Background: an optimization exercise with open tools, aiming at a short achievable clock period and few clock cycles. Do not read the settings as production practice. Function was checked by simulation only, so behaviour that the tests miss may differ from the original. Power figures rest on the tool's default switching activity, not on a simulated workload.

==> design.v <==
package dnsle_pkg;
  localparam int MAX_LABEL   = 62;
  localparam int STORE_DEPTH = 64;    
  localparam int DESC_DEPTH  = 16;    
  localparam int CNT_W       = $clog2(MAX_LABEL + 1);
  localparam int BYTE_W      = 8;
  localparam int LEN_W       = 16;
  localparam int DESC_W      = CNT_W + 5;    
  localparam int WORD_W      = BYTE_W + LEN_W + 2;   
  localparam logic [BYTE_W-1:0] DOT_CHAR  = 8'd46;
  localparam logic [BYTE_W-1:0] TERM_BYTE = 8'd0;
  typedef struct packed {
    logic [CNT_W-1:0] len;
    logic             ovf;
    logic             emit;
    logic             term;
    logic             len0;
    logic             len1;
  } desc_t;
  typedef struct packed {
    logic [BYTE_W-1:0] byte_val;
    logic              last;
    logic [LEN_W-1:0]  enc_len;
    logic              ovf;
  } out_word_t;
endpackage
module dnsle_label_ram #(
  parameter int DEPTH = 64,
  parameter int WIDTH = 8
) (
  input  logic             clk,
  input  logic             rst_n,
  input  logic             push,
  input  logic [WIDTH-1:0] din,
  input  logic             pop,
  output logic [WIDTH-1:0] head,
  output logic             head_valid,
  output logic             room_nxt
);
  logic [WIDTH-1:0] mem [DEPTH];
  logic [DEPTH-1:0] occ, occ_sh, occ_nxt;
  always_comb begin
    occ_sh = pop ? {1'b0, occ[DEPTH-1:1]} : occ;
    for (int i = 0; i < DEPTH; i++) begin
      occ_nxt[i] = occ_sh[i] | (push & ((i == 0) ? 1'b1 : occ_sh[(i == 0) ? 0 : i-1]));
    end
  end
  always_ff @(posedge clk) begin
    if (!rst_n) occ <= '0;
    else        occ <= occ_nxt;
  end
  always_ff @(posedge clk) begin
    for (int i = 0; i < DEPTH; i++) begin
      if (pop) begin
        if (i < DEPTH-1 && occ[(i < DEPTH-1) ? i+1 : i]) mem[i] <= mem[(i < DEPTH-1) ? i+1 : i];
        else                                               mem[i] <= din;
      end else if (!occ[i]) begin
        mem[i] <= din;
      end
    end
  end
  assign head       = mem[0];
  assign head_valid = occ[0];
  assign room_nxt   = !occ_nxt[DEPTH-2];
endmodule
module dnsle_out_stage (
  input  logic                         clk,
  input  logic                         rst_n,
  input  dnsle_pkg::desc_t             dhead,
  input  logic                         dvalid,
  output logic                         dpop,
  input  logic [dnsle_pkg::BYTE_W-1:0] bhead,
  output logic                         bpop,
  output logic                         out_valid,
  input  logic                         out_ready,
  output logic [dnsle_pkg::BYTE_W-1:0] out_byte,
  output logic                         out_last_of_run,
  output logic [dnsle_pkg::LEN_W-1:0]  out_encoded_length,
  output logic                         out_label_overflow
);
  localparam int CNT_W = dnsle_pkg::CNT_W;
  localparam int LEN_W = dnsle_pkg::LEN_W;
  logic                 ph_data_r, ph_data_nxt;    
  logic                 ph_term_r, ph_term_nxt;    
  logic [CNT_W-1:0]     rem_r, rem_nxt;            
  logic                 rem1_r, rem1_nxt;          
  logic                 ovf_r, ovf_nxt;            
  logic                 term_r, term_nxt;          
  logic [LEN_W-1:0]     elen_r, elen_nxt;          
  logic                 go;
  logic                 w_valid;
  logic                 w_term;
  dnsle_pkg::out_word_t w;
  logic                 o_valid_r;      
  logic                 o_empty_r;      
  logic                 head_r;         
  dnsle_pkg::out_word_t o_r;
  dnsle_pkg::out_word_t o2_r;
  logic                 s_valid_r;
  dnsle_pkg::out_word_t s_r;
  logic                 o_take;
  dnsle_pkg::out_word_t o_new;
  assign go = !s_valid_r;
  always_comb begin
    ph_data_nxt = ph_data_r;
    ph_term_nxt = ph_term_r;
    rem_nxt     = rem_r;
    rem1_nxt    = rem1_r;
    ovf_nxt     = ovf_r;
    term_nxt    = term_r;
    w_valid     = 1'b0;
    w_term      = 1'b0;
    w           = '0;
    dpop        = 1'b0;
    bpop        = 1'b0;
    if (ph_data_r) begin
      w_valid    = 1'b1;
      w.byte_val = bhead;
      w.last     = rem1_r && !term_r;
      w.ovf      = ovf_r;
      bpop       = go;
      rem_nxt    = rem_r - CNT_W'(1);
      rem1_nxt   = (rem_r == CNT_W'(2));
      if (rem1_r) begin
        ph_data_nxt = 1'b0;
        ph_term_nxt = term_r;
      end
    end
    if (ph_term_r) begin
      w_valid     = 1'b1;
      w_term      = 1'b1;
      w.ovf       = ovf_r;
      ph_term_nxt = 1'b0;
    end
    if (head_r && dvalid) begin
      w_valid  = 1'b1;
      dpop     = go;
      w.ovf    = dhead.ovf;
      ovf_nxt  = dhead.ovf;
      term_nxt = dhead.term;
      rem_nxt  = dhead.len;
      rem1_nxt = dhead.len1;
      if (dhead.emit) begin
        w.byte_val  = dnsle_pkg::BYTE_W'(dhead.len);
        w.last      = dhead.len0 && !dhead.term;
        ph_data_nxt = !dhead.len0;
        ph_term_nxt = dhead.len0 && dhead.term;
      end else begin
        w_term = 1'b1;
      end
    end
    if (w_term) begin
      w.byte_val = dnsle_pkg::TERM_BYTE;
      w.last     = 1'b1;
      w.enc_len  = elen_r;
    end
    elen_nxt = elen_r;
    if (w_valid) begin
      if (w_term)        elen_nxt = LEN_W'(1);
      else if (~&elen_r) elen_nxt = elen_r + LEN_W'(1);
    end
  end
  always_ff @(posedge clk) begin
    if (!rst_n) begin
      ph_data_r <= 1'b0;
      ph_term_r <= 1'b0;
      head_r    <= 1'b1;
      elen_r    <= LEN_W'(1);
    end else if (go) begin
      ph_data_r <= ph_data_nxt;
      ph_term_r <= ph_term_nxt;
      head_r    <= !ph_data_nxt && !ph_term_nxt;
      elen_r    <= elen_nxt;
    end
  end
  always_ff @(posedge clk) begin
    if (go) begin
      rem_r  <= rem_nxt;
      rem1_r <= rem1_nxt;
      ovf_r  <= ovf_nxt;
      term_r <= term_nxt;
    end
  end
  assign o_take = o_empty_r || out_ready;
  assign o_new  = s_valid_r ? s_r : w;
  always_ff @(posedge clk) begin
    if (!rst_n) begin
      o_valid_r <= 1'b0;
      o_empty_r <= 1'b1;
      s_valid_r <= 1'b0;
    end else if (o_take) begin
      o_valid_r <= s_valid_r || w_valid;
      o_empty_r <= !(s_valid_r || w_valid);
      s_valid_r <= 1'b0;
    end else if (w_valid) begin
      s_valid_r <= 1'b1;
    end
  end
  always_ff @(posedge clk) begin
    o_r  <= o_take ? o_new : o2_r;
    o2_r <= o_take ? o_new : o_r;
    if (!s_valid_r) begin
      s_r <= w;
    end
  end
  assign out_valid          = o_valid_r;
  assign out_byte           = o_r.byte_val;
  assign out_last_of_run    = o_r.last;
  assign out_encoded_length = o_r.enc_len;
  assign out_label_overflow = o_r.ovf;
endmodule
module dnsle_ctrl (
  input  logic                         clk,
  input  logic                         rst_n,
  input  logic                         in_valid,
  output logic                         in_ready,
  input  logic                         in_mode,
  input  logic [dnsle_pkg::BYTE_W-1:0] in_char_code,
  output logic                         bpush,
  output logic [dnsle_pkg::BYTE_W-1:0] bdata,
  input  logic                         broom_nxt,
  output logic                         dpush,
  output dnsle_pkg::desc_t             ddata,
  input  logic                         droom_nxt
);
  localparam int CNT_W = dnsle_pkg::CNT_W;
  logic                         ready_r;   
  logic                         busy_r;    
  logic                         iend_r;    
  logic                         idot_r;    
  logic                         ichr_r;    
  logic [dnsle_pkg::BYTE_W-1:0] ichar_r;
  logic [CNT_W-1:0]             cnt_r, cnt_nxt;    
  logic                         full_r;            
  logic                         pend_r, pend_nxt;  
  logic                         ovf_r, ovf_nxt;    
  logic                         take;
  logic                         in_dot;
  assign in_ready = ready_r;
  assign take     = in_valid && !busy_r;
  assign in_dot   = (in_char_code == dnsle_pkg::DOT_CHAR);
  always_ff @(posedge clk) begin
    if (!rst_n) begin
      ready_r <= 1'b1;
      busy_r  <= 1'b0;
      iend_r  <= 1'b0;
      idot_r  <= 1'b0;
      ichr_r  <= 1'b0;
    end else begin
      ready_r <= broom_nxt && droom_nxt;
      busy_r  <= !(broom_nxt && droom_nxt);
      iend_r  <= take && in_mode;
      idot_r  <= take && !in_mode && in_dot;
      ichr_r  <= take && !in_mode && !in_dot;
    end
    ichar_r <= in_char_code;
  end
  assign bdata = ichar_r;
  always_comb begin
    cnt_nxt    = cnt_r;
    pend_nxt   = pend_r;
    ovf_nxt    = ovf_r;
    ddata.len  = cnt_r;
    ddata.ovf  = ovf_r;
    ddata.emit = 1'b1;
    ddata.term = 1'b0;
    ddata.len0 = (cnt_r == '0);
    ddata.len1 = (cnt_r == CNT_W'(1));
    bpush = ichr_r && (pend_r || !full_r);
    dpush = iend_r || ((ichr_r || idot_r) && pend_r);
    if (iend_r) begin
      ddata.emit = (cnt_r != '0);
      ddata.term = 1'b1;
      cnt_nxt    = '0;
      pend_nxt   = 1'b0;
      ovf_nxt    = 1'b0;
    end else if (idot_r) begin
      if (pend_r) cnt_nxt = '0;
      pend_nxt = 1'b1;
    end else if (ichr_r) begin
      pend_nxt = 1'b0;
      if (pend_r)       cnt_nxt = CNT_W'(1);
      else if (!full_r) cnt_nxt = cnt_r + CNT_W'(1);
      else              ovf_nxt = 1'b1;
    end
  end
  always_ff @(posedge clk) begin
    if (!rst_n) begin
      cnt_r  <= '0;
      full_r <= 1'b0;
      pend_r <= 1'b0;
      ovf_r  <= 1'b0;
    end else begin
      cnt_r  <= cnt_nxt;
      full_r <= (cnt_nxt == CNT_W'(dnsle_pkg::MAX_LABEL));
      pend_r <= pend_nxt;
      ovf_r  <= ovf_nxt;
    end
  end
endmodule
module dns_name_label_encoder (
  input  logic        clk,
  input  logic        rst_n,
  input  logic        in_valid,
  output logic        in_ready,
  input  logic        in_mode,
  input  logic [7:0]  in_char_code,
  output logic        out_valid,
  input  logic        out_ready,
  output logic [7:0]  out_byte,
  output logic        out_last_of_run,
  output logic [15:0] out_encoded_length,
  output logic        out_label_overflow
);
  logic                         bpush, bpop, broom_nxt, bvalid;
  logic [dnsle_pkg::BYTE_W-1:0] bdata, bhead;
  logic                         dpush, dpop, droom_nxt, dvalid;
  dnsle_pkg::desc_t             ddata, dhead;
  dnsle_ctrl u_ctrl (
    .clk          (clk),
    .rst_n        (rst_n),
    .in_valid     (in_valid),
    .in_ready     (in_ready),
    .in_mode      (in_mode),
    .in_char_code (in_char_code),
    .bpush        (bpush),
    .bdata        (bdata),
    .broom_nxt    (broom_nxt),
    .dpush        (dpush),
    .ddata        (ddata),
    .droom_nxt    (droom_nxt)
  );
  dnsle_label_ram #(
    .DEPTH (dnsle_pkg::STORE_DEPTH),
    .WIDTH (dnsle_pkg::BYTE_W)
  ) u_bytes (
    .clk        (clk),
    .rst_n      (rst_n),
    .push       (bpush),
    .din        (bdata),
    .pop        (bpop),
    .head       (bhead),
    .head_valid (bvalid),
    .room_nxt   (broom_nxt)
  );
  dnsle_label_ram #(
    .DEPTH (dnsle_pkg::DESC_DEPTH),
    .WIDTH (dnsle_pkg::DESC_W)
  ) u_descs (
    .clk        (clk),
    .rst_n      (rst_n),
    .push       (dpush),
    .din        (ddata),
    .pop        (dpop),
    .head       (dhead),
    .head_valid (dvalid),
    .room_nxt   (droom_nxt)
  );
  dnsle_out_stage u_out (
    .clk                (clk),
    .rst_n              (rst_n),
    .dhead              (dhead),
    .dvalid             (dvalid),
    .dpop               (dpop),
    .bhead              (bhead),
    .bpop               (bpop),
    .out_valid          (out_valid),
    .out_ready          (out_ready),
    .out_byte           (out_byte),
    .out_last_of_run    (out_last_of_run),
    .out_encoded_length (out_encoded_length),
    .out_label_overflow (out_label_overflow)
  );
endmodule
==> run.sh <==
#!/bin/bash
# synth_recipe.tcl (not shown) runs the flow's synth.tcl, then flattens the netlist and writes it again
# the make line also repeats each setting of config.mk as NAME=value (left out here)
make -C /OpenROAD-flow-scripts/flow DESIGN_CONFIG=/design/flow/config.mk WORK_HOME=/design/flow/orfs CLKGATE_MAP_FILE= SYNTH_SCRIPT=/design/flow/synth_recipe.tcl finish
==> config.mk <==
export PLATFORM = sky130hd
export DESIGN_NAME = dns_name_label_encoder
export DESIGN_NICKNAME = dns_name_label_encoder
export VERILOG_FILES = /design/flow/design.v
export SDC_FILE = /design/flow/constraint.sdc
export NUM_CORES = 4
export LEC_CHECK = 0
export ABC_CLOCK_PERIOD_IN_PS = 2000
export CAP_MARGIN = 20
export CORE_MARGIN = 2
export CORE_UTILIZATION = 40
export CTS_CLUSTER_DIAMETER = 100
export CTS_CLUSTER_SIZE = 20
export SETUP_SLACK_MARGIN = 3.5
export SLEW_MARGIN = 20
==> constraint.sdc <==
create_clock -name core_clock -period 5.5 [get_ports {clk}]
set_input_delay 1.1000 -clock core_clock [delete_from_list [all_inputs] [get_ports {clk}]]
set_output_delay 1.1000 -clock core_clock [all_outputs]
set_load 0.01 [all_outputs]
==> summary.txt, run 1 <==
* Post-synthesis sequential area ratio at 55.70%
* Hold Crit Depth at 2
* Min Hold Slack at 0.4419 ns
* Power per Cell Area at 310.8 mW/mm2
* Fin cells at 4,866
* Final WS setup at approximately 3.3 ns
* Die Wd at 290.4 um
* Dpl cells at 4,766
* Fraction of registers with async set/reset at 0%
* Buffers on Ports at 40
* Commonest non-fill, non-tap cell in the layout: nor2_1
* Final ANT Viol Nets at 0
* Synth Area per Inst at 8.575 um2
* Syn nets at 3,846
* CP startpoint kind: flop
* GR Overflow Total at 0
* Placer Congestion at 0.7879
* Crit. End Element: primary output
* Top Ports at 41
* CORE AREA at 0.08172 mm2
* Starting Density at 40.16%
* Yosys warnings at 6
* CP Data Arrival Time at 1.09 ns
* Unrepaired setup endpoints after global routing: true
* Fin crit share at between 30 and 40%
* Crit Path Max Fanout at 2
* Synthesis-stage register bit count at 899
* CP max stage cell: dfxtp_2
* Setup TNS at 0 ns
* Max_cap viols at 0
* HPWL after DPL at 47.43 mm
* Total Routing Usage GR at 18.09%
* Worst IR drop on VDD at around 0.00022 V
* CTS root buffer: clkbuf_16
* WS Path Type: reg2out
* Largest net degree at the start of global routing at 70
* First DRT Iteration DRCs at 1,742
* RR Startpoint: u_ctrl.cnt_r[1]
* Core Rows at 105
* Worst Reg-to-Reg Cells at 6
* Max-slew violation count at 0
* Kind of cell adding the most delay to the critical path: flip-flops
* Post-place setup slack at 2.555 ns
* Leak pwr at 0.01463 uW
* Initial antenna violation count at 0
* Slew @ Worst Pin at 1.052 ns
* Wire per inst at around 16 um
* Clock-pin slew on the worst setup and hold paths at 0.09 ns
* Clock sinks at 899
* Number of buffers created by CTS at 50
* Post-Syn Area at 0.03282 mm2
* Crit path cell chain: buf_6
* Hold Crit Start: u_descs.mem[15][7]
* Tot Pwr at 11,260 uW
* Hold endpoint: u_descs.mem[15][7]
* Critical path origin: u_out.o_r[18]
* Global-route wire length before repair at 130.1 mm
* Status: complete, no violations
* First drt pass iteration count at 5
* Minimum clock period at approximately 2.2 ns
* # fillers at 8,023
* WP data required at 4.40 ns
* CP peak stage delay at 0.36 ns
* Avg Vias per Cell at 5.433
* Die height at 290.4 um
* Most frequent cells in the layout: 1,201 x nor2_1, 829 x dfxtp_1, 608 x o22ai_1
* Final setup violation count at 0
* R2R Path End: u_ctrl.full_r
* # DRC at 0
* Fmax at about 460 MHz
* Layout Skew at ~0.019 ns
* CTS Buffer Depth at 3
* Synth unique cells at 64
* Share of cells above drive strength 1 at 8.377%
* Post-CTS Hold Buffers at 0
* Final wirelength at about 80 mm
* Cells after Synth at 3,827
* Vias in the first global route at roughly 25,000
* Buf/Inv on CP at 1
* Die ar. at 0.08434 mm2
* Hold crit path type: reg2reg
* CTS H-tree lvls at 2
* N_diodes at 0
* Nets at 3,808
* Area grow syn2layout at 10.41%
* Vias at 26,439
* Primary FF master, synth: dfxtp_1
* Post-synth EDFFs at 28
* CTS tree: done
* Hold Violations, Final at 0
* Reg2Reg Setup Slack at 3.54 ns
* Clock latency on the worst-skew pair at ~0.62 ns
* Slew headroom at 29.76%
[power breakdown]
group          switching (uW)  internal, uW
Clock                    2100          1670
Combinational             297           205
Sequential                169          6820
[kinds of logic (layout without fill, tap and decap cells)]
| group | after synthesis | after routing | synth area share [%] |
|---|---|---|---|
| compound gates | 1011 | 1011 | 19.34 |
| buf+inv | 210 | 176 | 2.608 |
| xor+xnor | 17 | 17 | 0.4538 |
| mux | 76 | 76 | 2.410 |
| flops | 899 | 899 | 55.70 |
| simple gates | 1608 | 1611 | 19.26 |
| fa+ha+maj | 6 | 6 | 0.2288 |
[layout make-up]
type / count / area (um2) / share of cell area (%)
flip-flops and latches: 899 / 18340 / 50.62
multi-input cells: 2721 / 14020 / 38.71
well taps: 1070 / 1339 / 3.695
clock buffers: 58 / 1303 / 3.595
repair buffers: 99 / 1107 / 3.056
inverters: 16 / 95.09 / 0.2625
repair inverters: 2 / 13.76 / 0.03799
clock inverters: 1 / 8.758 / 0.02417
[Yosys cell counts, drive strengths merged (2+ instances only)]
library cell	instances	share of area (%)
clkbuf	139	1.6
mux2i	52	1.6
dfxtp	871	53
buf	55	0.83
nor2b	6	0.12
and2	3	0.057
or4b	2	0.061
o21a	50	1.1
edfxtp	28	2.6
nor4b	3	0.099
nand4b	2	0.053
a22oi	77	1.8
a31oi	46	0.88
o22ai	608	12
nand2	320	3.7
and3	12	0.23
xor2	3	0.080
o211ai	26	0.59
a21oi	128	2.0
and3b	2	0.053
nand4	7	0.15
a21o	5	0.11
a211oi	13	0.30
nor2	1202	14
nand3	13	0.20
nand3b	4	0.13
inv	15	0.17
nand2b	7	0.13
o21ai	49	0.75
a311oi	2	0.053
and2b	2	0.053
mux2	24	0.82
ha	6	0.23
nor3	10	0.17
xnor2	14	0.37
nor4	7	0.20
or2	2	0.038
[sequential cells by signal (all words and copies together), names as in the netlist, 6 cells and up]
signal	count
u_out.elen_r	16
u_out.s_r	26
u_out.rem_r	6
u_ctrl.ichar_r	8
u_descs.mem	176
u_out.o_r	26
u_ctrl.cnt_r	6
u_bytes.occ	64
u_out.o2_r	26
u_bytes.mem	512
u_descs.occ	16
[repair_timing]
action / 4_1_cts / 5_1_grt
setup endpoints to repair: 881 / 731
resized for setup: 250 / 56
pin swaps: 3 / 3
setup buffers: 19 / 12
cloned: 6 / 4
[worst max path at each step]
stage,cells past startpoint,slack (ns),to
4_1_cts,1,3.26,out_byte[0]
2_1_floorplan,7,3.41,u_ctrl.full_r
3_5_place_dp,5,2.55,u_descs.occ[1]
3_3_place_gp,5,2.58,u_descs.occ[1]
5_1_grt,1,3.26,out_byte[0]
6_report,1,3.31,out_byte[0]
[stage by stage]
step | instance area, um2 | utilization, %
2_1_floorplan | 32890 | -
3_3_place_gp | 33980 | 41.58
3_5_place_dp | 33980 | 41.58
4_1_cts | 35920 | 43.96
5_1_grt | 36230 | 44.34
6_report | 36230 | 44.34
[per-layer routing]
metal	wire length, um	GRT usage [%]	up-vias
met5	0	0	-
met4	1142	3.450	0
met3	2880	2.180	78
met2	35830	30.01	395
met1	38620	25.48	12528
li1	-	-	13438
Testbench counts, summed over its fixed seeds: cycles 27,279.
==> run 2: changes to the inputs <==
--- a/config.mk
+++ b/config.mk
@@ -11,4 +11,4 @@
 export CORE_UTILIZATION = 40
-export CTS_CLUSTER_DIAMETER = 100
-export CTS_CLUSTER_SIZE = 20
+export CTS_CLUSTER_DIAMETER = 80
+export CTS_CLUSTER_SIZE = 25
 export SETUP_SLACK_MARGIN = 3.5
==> summary.txt, run 2 <==
* Power per Cell Area at 316.2 mW/mm2 (+1.7%)
* Yosys warnings at 6 (unchanged)
* Worst IR drop on VDD at 0.0002144 V (-1.4%)
* XOR/XNOR Fraction of Synth Area at 0.4537% (unchanged)
* CP max stage cell: dfxtp_2
* Syn nets at 3,846 (unchanged)
* HPWL after DPL at 47.43 mm (unchanged)
* Area grow syn2layout at 11.02%
* Die Wd at 290.4 um (unchanged)
* CORE AREA at 0.08172 mm2 (unchanged)
* Max-slew violation count at 0 (unchanged)
* Clock-pin slew on the worst setup and hold paths at 0.10 ns (about the same)
* Clock sinks at 899 (unchanged)
* Most frequent cell after synthesis: nor2_1
* Placer Congestion at 0.7879 (unchanged)
* Kind of cell adding the most delay to the critical path: flip-flops
* CTS Buffer Depth at 3 (unchanged)
* Final design utilization at 44.58% (+0.25 points)
* First drt pass iteration count at 5 (unchanged)
* Fmax at 456.9 MHz (-0.17%)
* Final setup violation count at 0 (unchanged)
* Post-synth EDFFs at 28 (unchanged)
* Global-route wire length before repair at 130.3 mm (+0.13%)
* Minimum clock period at 2.189 ns (+0.003630 ns)
* Initial antenna violation count at 0 (unchanged)
* Crit Path Max Fanout at 2 (unchanged)
* Top Ports at 41 (unchanged)
* Largest regs: u_bytes.mem: 512 flops, u_descs.mem: 176 flops, u_bytes.occ: 64 flops
* # DRC at 0 (unchanged)
* N_diodes at 0 (unchanged)
* Post-synthesis sequential area ratio at 55.70% (unchanged)
* Share of the synthesized area in the top cell type at 53.14% (unchanged)
* WS Path Type: reg2out
* Starting Density at 40.16% (unchanged)
* Fraction of registers with async set/reset at 0% (unchanged)
* Commonest non-fill, non-tap cell in the layout: nor2_1
* Commonest cells in the netlist: 1,201 x nor2_1, 871 x dfxtp_1, 608 x o22ai_1, 320 x nand2_1, 138 x clkbuf_1
* Core Rows at 105 (unchanged)
* CP peak stage delay at 0.36 ns (about the same)
* Primary FF master, synth: dfxtp_1
* Crit path cell chain: buf_6
* Buffers on Ports at 40 (unchanged)
* Hold Crit Depth at 2 (unchanged)
* Mux cell area share after synthesis at 2.410% (unchanged)
* WP data required at 4.40 ns (about the same)
* Post-Syn Area at 0.03282 mm2 (unchanged)
* Synth area leader: dfxtp_1
* Vias in the first global route at 24,687 (+0.0041%)
* Layout Skew at 0.03194 ns (+0.01257 ns)
* Slew headroom at 29.29% (-0.47 points)
* Die ar. at 0.08434 mm2 (unchanged)
* Max FFs per register at 512 (unchanged)
* CTS tree: done
* Clock latency on the worst-skew pair at 0.62 ns (about the same)
* Compound-gate portion of the synthesized area at 19.34% (unchanged)
* Largest net degree at the start of global routing at 70 (unchanged)
* Register area at 0.01835 mm2 (about the same)
* Worst Reg-to-Reg Cells at 6 (unchanged)
* Ranking of synthesized cells by area: dfxtp_1 53%, nor2_1 14%, o22ai_1 12%
* CP Data Arrival Time at 1.09 ns (about the same)
* Setup TNS at 0 ns (unchanged)
* CTS H-tree lvls at 2 (unchanged)
* WP depth at 1 (unchanged)
* Largest Register: u_bytes.mem
* Most frequent cells in the layout: 1,201 x nor2_1, 827 x dfxtp_1, 608 x o22ai_1
* Combinational family with the most area after synthesis: compound AO/OA/AOI/OAI gates
* GR Overflow Total at 0 (unchanged)
* Fin crit share at 39.80% (+0.066 points)
* Synth Area per Inst at 8.575 um2 (unchanged)
* Buf/Inv on CP at 1 (unchanged)
* Fin cells at 4,880 (+0.29%)
* Vias at 26,359 (-0.30%)
* Die height at 290.4 um (unchanged)
* CP startpoint kind: flop
* Crit. End Element: primary output
* Simple-gate share of the synthesized area at 19.26% (unchanged)
* Synthesized-area fraction occupied by adder cells at 0.2288% (unchanged)
* First DRT Iteration DRCs at 1,763 (+1.2%)
* Hold Violations, Final at 0 (unchanged)
* Number of buffers created by CTS at 46 (-8.0%)
* Final wirelength at 78.66 mm (+0.24%)
* Synth unique cells at 64 (unchanged)
* Slew @ Worst Pin at 1.059 ns (+0.006977 ns)
* Synthesis-stage register bit count at 899 (unchanged)
* CTS root buffer: clkbuf_16
* Multi-input logic area at 0.01407 mm2 (+0.37%)
* Avg Vias per Cell at 5.401 (-0.59%)
* Dpl cells at 4,766 (unchanged)
* Unrepaired setup endpoints after global routing: true
* Total Routing Usage GR at 18.10% (about the same)
* Leak pwr at 0.01471 uW (+0.59%)
* Hold crit path type: reg2reg
* Max_cap viols at 0 (unchanged)
* Nets at 3,804 (-0.11%)
* Final ANT Viol Nets at 0 (unchanged)
* Share of cells above drive strength 1 at 9.265% (+0.89 points)
* Cells after Synth at 3,827 (unchanged)
* # fillers at 8,038 (+0.19%)
* Status: complete, no violations
* Wire per inst at 16.12 um (about the same)
==> run 2: changes by cell type in the layout (fill, tap and decap cells not counted), moves of 3 or more <==
| cell | delta |
|---|---|
| clkbuf_16 | -4 |
| inv_12 | +3 |
| inv_6 | +3 |
| bufinv_16 | +3 |
| clkbuf_8 | +5 |
| nand2_2 | +16 |
| nand2_1 | -14 |
==> run 2: logic make-up after synthesis <==
group | Yosys count
AOI/OAI and AO/OA | 1011
xor gates and xnor gates | 17
adders and majority gates | 6
buffers and inverters | 210
DFF | 899
muxes | 76
and+or+nand+nor | 1608
==> run 2: stage by stage <==
stage / setup WS [ns] / hold WS [ns] / total power [uW] / area (um2)
after floorplan: 3.413 / 0.4035 / 7432 / 32890
after global placement: 2.581 / 0.4089 / 7591 / 33980
after detailed placement: 2.555 / 0.4188 / 7613 / 33980
after CTS: 3.269 / 0.4431 / 11630 / 36170
after global routing: 3.264 / 0.4559 / 11960 / 36430
final: 3.311 / 0.4430 / 11520 / 36430
==> run 2: per-layer routing <==
metal,wire (um),track usage [%]
met1,38630,25.48
met4,985,3.134
met5,0,0
met3,2975,2.279
met2,36070,30.11
==> run 2: repair_timing <==
action	in CTS	in global routing
gates cloned	6	4
resized for setup	288	37
setup endpoints to repair	881	750
hold buffers	0	0
pin swaps	3	7
setup buffers	19	12
==> run 2: layout make-up <==
cell class	instances	share of cell area, %
sequential	899	50.36
multi-input combinational	2721	38.64
tap	1070	3.675
clock buffer	58	3.452
timing repair buffer	99	2.974
clock inverter	15	0.6079
inverter	16	0.2610
timing repair inverter	2	0.03778
==> run 2: path summary, 6_finish.rpt <==
kind	from	to	slack, ns
max	u_out.o_r[18]	out_byte[0]	3.31
min	u_descs.mem[15][7]	u_descs.mem[15][7]	0.44
max reg2reg	u_ctrl.cnt_r[1]	u_ctrl.full_r	3.52
min reg2reg	u_descs.mem[15][7]	u_descs.mem[15][7]	0.44
==> run 2: where the power goes <==
group | internal, uW | switching [uW]
clock network | 1810 | 2210
registers | 6820 | 169
logic | 204 | 298
==> run 3: changes to the inputs <==
--- a/config.mk
+++ b/config.mk
@@ -11,4 +11,4 @@
 export CORE_UTILIZATION = 40
-export CTS_CLUSTER_DIAMETER = 80
-export CTS_CLUSTER_SIZE = 25
+export CTS_CLUSTER_DIAMETER = 60
+export CTS_CLUSTER_SIZE = 15
 export SETUP_SLACK_MARGIN = 3.5
==> summary.txt, run 3 <==
* Status: complete, no violations
* Setup TNS at 0 ns (unchanged)
* Synth area leader: dfxtp_1
* CP peak stage delay at 0.35 ns (about the same)
* Post-place setup slack at 2.555 ns (unchanged)
* Clock sinks at 899 (unchanged)
* Final WS setup at 3.322 ns (+0.01088 ns)
* Commonest cells in the netlist: 1,201 x nor2_1, 871 x dfxtp_1, 608 x o22ai_1, 320 x nand2_1, 138 x clkbuf_1
* Post-Syn Area at 0.03282 mm2 (unchanged)
* CP Data Arrival Time at 1.08 ns (about the same)
* Starting Density at 40.16% (unchanged)
* Dpl cells at 4,766 (unchanged)
* Max FFs per register at 512 (unchanged)
* Global-route wire length before repair at 130.8 mm (+0.37%)
* CTS root buffer: clkbuf_16
* Slew @ Worst Pin at 1.062 ns (+0.003153 ns)
* Area grow syn2layout at 13.34%
* Placer Congestion at 0.7879 (unchanged)
* First DRT Iteration DRCs at 1,620 (-8.1%)
* Die Wd at 290.4 um (unchanged)
* CP max stage cell: dfxtp_2
* Hold Violations, Final at 0 (unchanged)
* Commonest non-fill, non-tap cell in the layout: nor2_1
* Worst IR drop on VDD at 0.0002105 V (-1.8%)
* Combinational share of power at 3.9% (-0.5 points)
* CTS Buffer Depth at 3 (unchanged)
* Final ANT Viol Nets at 0 (unchanged)
* Pint at 9793 uW (+11%)
* Wire per inst at 16.05 um (-0.40%)
* Kind of cell adding the most delay to the critical path: flip-flops
* Syn nets at 3,846 (unchanged)
* Vias in the first global route at 25,029 (+1.4%)
* Primary FF master, synth: dfxtp_1
* CTS tree: done
* Crit Path Max Fanout at 2 (unchanged)
* WP data required at 4.40 ns (about the same)
* Final setup violation count at 0 (unchanged)
* Cells after Synth at 3,827 (unchanged)
* Leak pwr at 0.01505 uW (+2.3%)
* Die ar. at 0.08434 mm2 (unchanged)
* Number of buffers created by CTS at 76 (+65%)
* Nets at 3,832 (+0.74%)
* Die height at 290.4 um (unchanged)
* Unrepaired setup endpoints after global routing: true
* Post-CTS Hold Buffers at 0 (unchanged)
* Sequential power share at 55.2% (-5.5 points)
* Fraction of registers with async set/reset at 0% (unchanged)
* Crit. End Element: primary output
* Switch share at 22.77% (-0.48 points)
* CP startpoint kind: flop
* Max-slew violation count at 0 (unchanged)
* Top Ports at 41 (unchanged)
* Clock latency on the worst-skew pair at 0.63 ns (about the same)
* Buf/Inv on CP at 1 (unchanged)
* Layout Skew at 0.02699 ns (-0.004959 ns)
* CORE AREA at 0.08172 mm2 (unchanged)
* # DRC at 0 (unchanged)
* Minimum clock period at 2.178 ns (-0.01088 ns)
* Clock-pin slew on the worst setup and hold paths at 0.07 ns (-0.03 ns)
* Final wirelength at 78.92 mm (+0.34%)
* Sw Pwr at 2888 uW (+7.8%)
* Core Rows at 105 (unchanged)
* Slew headroom at 29.08% (-0.21 points)
* Share of the synthesized area in the top cell type at 53.14% (unchanged)
* GR Overflow Total at 0 (unchanged)
* Max_cap viols at 0 (unchanged)
* N_diodes at 0 (unchanged)
* Largest net degree at the start of global routing at 70 (unchanged)
* Yosys warnings at 6 (unchanged)
* Total Routing Usage GR at 18.23% (+0.13 points)
* Share of cells above drive strength 1 at 10.19% (+0.93 points)
* Avg Vias per Cell at 5.397 (about the same)
* Most frequent cells in the layout: 1,201 x nor2_1, 829 x dfxtp_1, 608 x o22ai_1
* HPWL after DPL at 47.43 mm (unchanged)
* Post-synth EDFFs at 28 (unchanged)
* WS Path Type: reg2out
* Fmax at 459.2 MHz (+0.50%)
* Power per Cell Area at 341.0 mW/mm2 (+7.8%)
* Largest Register: u_bytes.mem
* Fin cells at 4,916 (+0.74%)
* Initial antenna violation count at 0 (unchanged)
* Most frequent cell after synthesis: nor2_1
* Ranking of synthesized cells by area: dfxtp_1 53%, nor2_1 14%, o22ai_1 12%
* Synth unique cells at 64 (unchanged)
* Post-synthesis sequential area ratio at 55.70% (unchanged)
* Vias at 26,534 (+0.66%)
* Synthesis-stage register bit count at 899 (unchanged)
* Hold crit path type: reg2reg
* Share of total power in the clock network at 40.9% (+6.0 points)
* First drt pass iteration count at 5 (unchanged)
* Synth Area per Inst at 8.575 um2 (unchanged)
* Tot Pwr at 12,680 uW (+10%)
* Buffers on Ports at 40 (unchanged)
* Min Hold Slack at 0.4388 ns (-0.004256 ns)
* Largest regs: u_bytes.mem: 512 flops, u_descs.mem: 176 flops, u_bytes.occ: 64 flops
* CTS H-tree lvls at 3 (+1)
* Fin crit share at 39.60% (-0.20 points)
* # fillers at 7,929 (-1.4%)
* Crit path cell chain: buf_6
==> run 3: changes by cell type in the layout (fill, tap and decap cells not counted), moves of 3 or more <==
cell | previous run | this run
clkinvlp_4 | 2 | 5
nand2_2 | 93 | 103
clkbuf_16 | 48 | 82
nand2_1 | 226 | 217
inv_12 | 4 | 0
clkinv_2 | 1 | 6
clkinv_8 | 2 | 5
==> run 3: repair_timing <==
item / CTS / global route
resized for setup: 270 / 55
setup endpoints to repair: 881 / 747
gates cloned: 4 / 5
pin swaps: 4 / 3
setup buffers: 18 / 12
==> run 3: area by class of cell <==
class | instances | area, um2 | area share (%)
Sequential cell | 899 | 18340 | 49.32
Inverter | 16 | 95.09 | 0.2557
Tap cell | 1070 | 1339 | 3.600
Timing Repair inverter | 1 | 5.005 | 0.01346
Multi-Input combinational cell | 2721 | 14060 | 37.80
Clock inverter | 22 | 231.5 | 0.6224
Timing Repair Buffer | 98 | 1067 | 2.870
Clock buffer | 89 | 2054 | 5.524
==> run 3: path summary, 6_finish.rpt <==
kind	to	from	cells after the start	slack, ns
worst max register to register	u_ctrl.full_r	u_ctrl.cnt_r[0]	7	3.52
worst min-delay path	u_descs.mem[15][7]	u_descs.mem[15][7]	2	0.44
worst max-delay path	out_encoded_length[4]	u_out.o_r[5]	1	3.32
worst min register to register	u_descs.mem[15][7]	u_descs.mem[15][7]	2	0.44
==> run 3: kinds of logic (layout without fill, tap and decap cells) <==
| family | after synthesis | after routing | share of synthesized area, % |
|---|---|---|---|
| AOI/OAI and AO/OA | 1011 | 1011 | 19.34 |
| adders and majority gates | 6 | 6 | 0.2288 |
| muxes | 76 | 76 | 2.410 |
| buffers and inverters | 210 | 226 | 2.608 |
| xor gates and xnor gates | 17 | 17 | 0.4538 |
| DFF | 899 | 899 | 55.70 |
| and+or+nand+nor | 1608 | 1611 | 19.26 |
==> run 3: routing by layer <==
layer	GRT usage, %	wire, um
met5	0	0
met3	2.355	2952
met1	25.16	38560
met2	30.08	36030
met4	4.916	1382
==> run 3: stage by stage <==
step / util (%) / cell area (um2)
6_report: 45.52 / 37190
5_1_grt: 45.52 / 37190
4_1_cts: 45.11 / 36860
3_5_place_dp: 41.58 / 33980
3_3_place_gp: 41.58 / 33980
2_1_floorplan: - / 32890
==> run 3: power by group through the flow <==
stage	clock, uW	combinational [uW]	sequential, uW
finish	5190	498	6990
global route	5560	565	7020
CTS	5320	491	7000
detailed placement	0	472	7140
global placement	0	455	7140
floorplan	0	356	7080

## static timing again, ports no longer ideal
The flow's constraints put no driver on any port. The routed layouts listed below were extracted and timed again, unchanged, in two steps.
Step 1 (the two cells are an assumption about what drives the block):
set clk [get_ports {clk}]
set_driving_cell -lib_cell sky130_fd_sc_hd__clkbuf_16 $clk
set_driving_cell -lib_cell sky130_fd_sc_hd__buf_2 [delete_from_list [all_inputs] $clk]
Step 2 times the ports against the registers' clock, not the clock port: input delays grow and output delays shrink by t, the midpoint of the rising clock arrivals with the driver on.
Slacks: no drivers / after step 1 / after step 2; pairs: no drivers / after step 1.
run	t, ns	slack for setup (ns)	hold slack, ns
run 1	0.675	3.315 / 3.253 / 2.898	0.442 / 0.442 / 0.442
run 2	0.671	3.311 / 3.250 / 2.937	0.443 / 0.443 / 0.443
run 3	0.682	3.322 / 3.256 / 2.888	0.439 / 0.439 / 0.439
After both steps setup and hold are still met in every run listed. The setup slack of run 3, which loses most, moves by -0.066 ns with the drivers and by -0.434 ns with both steps.
